This is an optimization exercise on Yosys and OpenROAD, whose aim is small area and a short achievable clock period, not a production implementation. Function was checked by simulation only, so behaviour that the tests miss may differ from the original.

Design groove_sample_scheduler, start of the top module:
module groove_sample_scheduler #(
    parameter int DEPTH = 4
) (
    input  logic        clk,
    input  logic        reset,
    input  logic        sync_start,
    input  logic [31:0] sig_time,
    input  logic        dir,
    input  logic [31:0] afll_ltr,
    input  logic [31:0] afll_rtl,
    input  logic        pos_valid,
    output logic        pos_ready,
    input  logic [15:0] pos_in,
    output logic        fire,
    output logic [31:0] fire_time,
    output logic        missed,
    output logic        busy
);
Size: ~1400 cells after synthesis, roughly 150 I/O pins, about 14000 um2 of cells after synthesis.
Settings: LEC_CHECK=0, ABC_AREA=1, CAP_MARGIN=20, CORE_MARGIN=2, CORE_UTILIZATION=40, CTS_CLUSTER_SIZE=30, PLACE_DENSITY=0.8, SETUP_SLACK_MARGIN=4.8, SLEW_MARGIN=20, TNS_END_PERCENT=10; clock period 9.0 ns.
standard.sh (not shown) runs the stock make flow with config.mk's settings and CLKGATE_MAP_FILE= SYNTH_SCRIPT=/design/flow/synth_recipe.tcl, a recipe that flattens the netlist after the stock synthesis.
==> flow/flow/run.sh <==
#!/bin/bash
# The standard layout (the standard.sh: ORFS synthesis, floorplan, power grid,
# placement, CTS and routing) with two changes:
#  - synthesis skips the generic ABC pass that Yosys's synth runs before the adder
#    extraction (SYNTH_ARGS=-noabc), so the full adders are extracted from the RTL's own
#    adder tree without inverters between them; the liberty-mapped ABC pass still runs,
#    and the registers are the same as the standard synthesis's;
#  - the port buffers are inserted as buf_1 cells rather than the larger cell the
#    resizer picks by default; timing repair still resizes them as needed.
set -euo pipefail
export SYNTH_ARGS="-noabc"
export BUFFER_PORTS_ARGS="-buffer_cell sky130_fd_sc_hd__buf_1"
bash standard.sh > standard.log 2>&1
The starting point passed the timing, design-rule and antenna checks.
Edit:
- CTS_CLUSTER_SIZE: 30 -> unset
- TNS_END_PERCENT: 10 -> 100
The changed run completed with no timing, DRC or antenna violations.
Design area goes up slightly.
Routed wire length rose by a few percent.
Critical path depth increases by 3.
Edit:
- TNS_END_PERCENT: 100 -> 10
Result:
- register-to-register slack gains 60 ps
- first-iteration DRC count came out higher by roughly a tenth
- worst setup slack gains 61 ps
- worst hold slack gains 3.6 ps
Edit:
- ABC_AREA: 1 -> 0
What happened: Utilization came out higher by 0.88 points. Critical path depth decreases by 1. Clock skew came out lower by 3.7 ps. Worst setup slack gets worse by 320 ps.

========
Setup of violet:
groove_sample_scheduler, a different RTL version from the one above (not shown whole).
Size in the first run: roughly 1700 cells after synthesis, ~190 flip-flops, about 150 I/O pins, ~15000 um2 of cells after synthesis.
Settings: LEC_CHECK=0, ABC_AREA=1, CAP_MARGIN=20, CORE_MARGIN=2, CORE_UTILIZATION=40, PLACE_DENSITY=0.92, SETUP_SLACK_MARGIN=4.8, SLEW_MARGIN=20, TNS_END_PERCENT=100; clock period 9.0 ns.
Scripts as last shown in full above: flow/flow/run.sh
violet: PASS, flow complete, no timing, DRC or antenna violations
[inputs] xenon vs violet
- swapping 4.8 for 4.6 in SETUP_SLACK_MARGIN
- swapping 0.92 for 0.8 in PLACE_DENSITY
--- outcome ---
The instance count after placement with tap cells included was comparable across violet and xenon.
[compare] base=violet new=xenon: signed area change from the synthesized netlist to the final layout went down 3.2 points; aggregate routed wire length fell by about 4%; detailed-router iteration count before antenna repair decreased by 1 relative to the old numbers.
Non-clock buffer count, violet and xenon, lower one = xenon.
Hold slack, violet and xenon: larger value in violet
The following lists how juniper was set up differently from xenon:
- CORE_UTILIZATION now 60, was 40
- SETUP_SLACK_MARGIN now 4.8, was 4.6
- PLACE_DENSITY now 0.7, was 0.8
==> run summary <==
- juniper | status: complete | timing, DRC, antenna: pass
- Compared with xenon, juniper shows a lower buffers plus inverters on the worst setup path.
- Diff xenon -> juniper: total wire length moved up, setup slack shows an increase of 0.15 ns, global-route usage increased 11 points.
- Comparing juniper and xenon, the lower post-cts repair resize count was measured on xenon.
- Critical path depth (higher): xenon
- Per the comparison of juniper with xenon, area growth from synthesis to layout increased by 2.6 points relative to the old numbers.
The inputs of yarrow differ from those of juniper as listed below.
- PLACE_DENSITY: 0.7 -> 0.8
- CORE_UTILIZATION: 60 -> 40
==> flow/flow/run.sh <==
#!/bin/bash
# The standard layout (the standard.sh: ORFS synthesis, floorplan, power grid,
# placement, CTS and routing) with three changes:
#  - synthesis skips the generic ABC pass that Yosys's synth runs before the adder
#    extraction (SYNTH_ARGS=-noabc), so the full adders are extracted from the RTL's own
#    adder tree without inverters between them; the liberty-mapped ABC pass still runs,
#    and the registers are the same as the standard synthesis's;
#  - the port buffers are inserted as buf_1 cells rather than the larger cell the
#    resizer picks by default; timing repair still resizes them as needed;
#  - clock tree synthesis runs with ORFS's default arguments plus -dont_use_dummy_load.
set -euo pipefail
export SYNTH_ARGS="-noabc"
export BUFFER_PORTS_ARGS="-buffer_cell sky130_fd_sc_hd__buf_1"
export CTS_ARGS="-sink_clustering_enable -repair_clock_nets -dont_use_dummy_load"
bash standard.sh > standard.log 2>&1
## What came out
[yarrow vs juniper] critical path depth in cells: higher in yarrow. For juniper, the top routing layer in use was met4, unlike yarrow, where it was met5. yarrow: all stages complete, timing, DRC and antenna checks passed. Fraction of area in multi-input gates for yarrow: 0.77 points down relative to juniper. Against juniper, yarrow comes in about 22% higher on horizontal die dimension. Summary: with juniper as the reference, sum of routed wire length over all layers in yarrow moved up by a few percent. Against juniper, yarrow reports a number of inserted diodes that is higher. The lower clock-pin slew on the worst setup and hold paths of juniper and yarrow is in yarrow. Per the comparison of yarrow with juniper, global-route usage now smaller; area of all placed cells without fillers increased by about 0.7% relative to the old numbers; detailed-route via count barely changed. Effective utilization at floorplan: juniper and yarrow compared, higher one is juniper. Cell row count (yarrow vs. juniper) increases by more than 10%.
Relative to yarrow, the following input files were edited for indigo:
- setting GPL_TIMING_DRIVEN to 0 for the first time
==> flow/flow/run.sh <==
#!/bin/bash
# The standard layout (the standard.sh: ORFS synthesis, floorplan, power grid,
# placement, CTS and routing) with two changes:
#  - synthesis skips the generic ABC pass that Yosys's synth runs before the adder
#    extraction (SYNTH_ARGS=-noabc), so the full adders are extracted from the RTL's own
#    adder tree without inverters between them; the liberty-mapped ABC pass still runs,
#    and the registers are the same as the standard synthesis's;
#  - the port buffers are inserted as buf_1 cells rather than the larger cell the
#    resizer picks by default; timing repair still resizes them as needed.
set -euo pipefail
export SYNTH_ARGS="-noabc"
export BUFFER_PORTS_ARGS="-buffer_cell sky130_fd_sc_hd__buf_1"
bash standard.sh > standard.log 2>&1
==> run summary <==
yarrow and indigo ended up with nearly the same number of flops mapped to enable cells by yosys. Taking yarrow as the reference, in indigo final routed wire length divided by cell count increased about 4.6%; fmax saw little to no change; routed wire length saw an increase; global-route wire length before repair up 5.3%. Relative to yarrow, the cell area after layout measured on indigo has increased by a few percent. indigo vs. yarrow: via count went up by about 1.5%. Relative to yarrow, count of clock-net buffers in the final layout increased by 1 in indigo.

========
Starting RTL as in the previous note.
==> flow/config.mk <==
export PLATFORM = sky130hd
export DESIGN_NAME = groove_sample_scheduler
export DESIGN_NICKNAME = groove_sample_scheduler
export VERILOG_FILES = /design/flow/design.v
export SDC_FILE = /design/flow/constraint.sdc
export NUM_CORES = 4
export LEC_CHECK = 0
export ABC_AREA = 1
export CAP_MARGIN = 20
export CORE_MARGIN = 2
export CORE_UTILIZATION = 40
export PLACE_DENSITY = 0.8
export SETUP_SLACK_MARGIN = 4.8
export SLEW_MARGIN = 20
export TNS_END_PERCENT = 100
==> flow/constraint.sdc <==
create_clock -name core_clock -period 9.0 [get_ports {clk}]
set_input_delay 1.8000 -clock core_clock [delete_from_list [all_inputs] [get_ports {clk}]]
set_output_delay 1.8000 -clock core_clock [all_outputs]
set_load 0.01 [all_outputs]
==> flow/flow/run.sh <==
#!/bin/bash
# The standard layout (the standard.sh: ORFS synthesis, floorplan, power grid,
# placement, CTS and routing) with three changes:
#  - synthesis skips the generic ABC pass that Yosys's synth runs before the adder
#    extraction (SYNTH_ARGS=-noabc), so the full adders are extracted from the RTL's own
#    adder tree without inverters between them; the liberty-mapped ABC pass still runs,
#    and the registers are the same as the standard synthesis's;
#  - the port buffers are inserted as buf_1 cells rather than the larger cell the
#    resizer picks by default; timing repair still resizes them as needed;
#  - flow/io.tcl keeps the sync_start and pos_ready pins side by side.
set -euo pipefail
export SYNTH_ARGS="-noabc"
export BUFFER_PORTS_ARGS="-buffer_cell sky130_fd_sc_hd__buf_1"
export IO_CONSTRAINTS="$PWD/flow/io.tcl"
bash standard.sh > standard.log 2>&1
==> flow/flow/io.tcl <==
# Keep the sync_start input and the pos_ready output, which sync_start drives through
# one gate, next to each other on the die's edge.
set_io_pin_constraint -group -order -pin_names {sync_start pos_ready}
The starting point ran to the end with no violations.
Change:
==> flow/flow/run.sh (replaced) <==
#!/bin/bash
# The standard layout (the standard.sh: ORFS synthesis, floorplan, power grid,
# placement, CTS and routing) with two changes:
#  - synthesis skips the generic ABC pass that Yosys's synth runs before the adder
#    extraction (SYNTH_ARGS=-noabc), so the full adders are extracted from the RTL's own
#    adder tree without inverters between them; the liberty-mapped ABC pass still runs,
#    and the registers are the same as the standard synthesis's;
#  - the port buffers are inserted as buf_1 cells rather than the larger cell the
#    resizer picks by default; timing repair still resizes them as needed.
set -euo pipefail
export SYNTH_ARGS="-noabc"
export BUFFER_PORTS_ARGS="-buffer_cell sky130_fd_sc_hd__buf_1"
bash standard.sh > standard.log 2>&1
Settings changed: PLACE_DENSITY 0.8 to unset.
removed: flow/flow/io.tcl
Result:
- final area increases by a few percent
- non-clock buffer count climbs by 6
- core utilization increases by 1.2 points
- global-route usage hardly moves
- first-iteration DRC count drops by a quarter to a third
- flip-flop and latch count is unchanged
- setup slack loses 0.030 ns
- sequential share of layout area decreases by 0.74 points
- die area stays the same

-- separate check: timing with driven ports --
No port has a modelled driver above. Below, the same layouts with a new extraction and two added sets of constraints. Step 1 (the two cells are an assumption about what drives the block):
set clk [get_ports {clk}]
set_driving_cell -lib_cell sky130_fd_sc_hd__clkbuf_16 $clk
set_driving_cell -lib_cell sky130_fd_sc_hd__buf_2 [delete_from_list [all_inputs] $clk]
Step 2 times the ports against the registers' clock, not the clock port: input delays grow and output delays shrink by t, the midpoint of the rising clock arrivals with the driver on. Slacks: ideal / step 1 / step 2; pairs: ideal / step 1.
run | shift t [ns] | setup slack, ns | clock arrival spread, ns
the first run of note 1 | 0.492 | 4.716 / 4.716 / 4.716 | 0.018 / 0.019
the second run of note 1 | 0.494 | 4.655 / 4.655 / 4.655 | 0.018 / 0.018
the third run of note 1 | 0.492 | 4.716 / 4.716 / 4.716 | 0.018 / 0.019
the fourth run of note 1 | 0.496 | 4.396 / 4.396 / 4.396 | 0.014 / 0.014
violet | 0.493 | 4.811 / 4.676 / 4.630 | 0.023 / 0.022
xenon | 0.517 | 4.666 / 4.642 / 4.642 | 0.020 / 0.020
juniper | 0.497 | 4.816 / 4.763 / 4.763 | 0.022 / 0.022
yarrow | 0.500 | 4.823 / 4.801 / 4.801 | 0.025 / 0.025
indigo | 0.522 | 4.816 / 4.769 / 4.769 | 0.017 / 0.017
the first run of note 3 | 0.516 | 4.863 / 4.755 / 4.755 | 0.020 / 0.019
the second run of note 3 | 0.524 | 4.833 / 4.793 / 4.793 | 0.019 / 0.019
After both steps every run listed still meets setup and hold. The setup slack of violet, which loses most, moves by -0.135 ns with the drivers and by -0.181 ns with both steps.
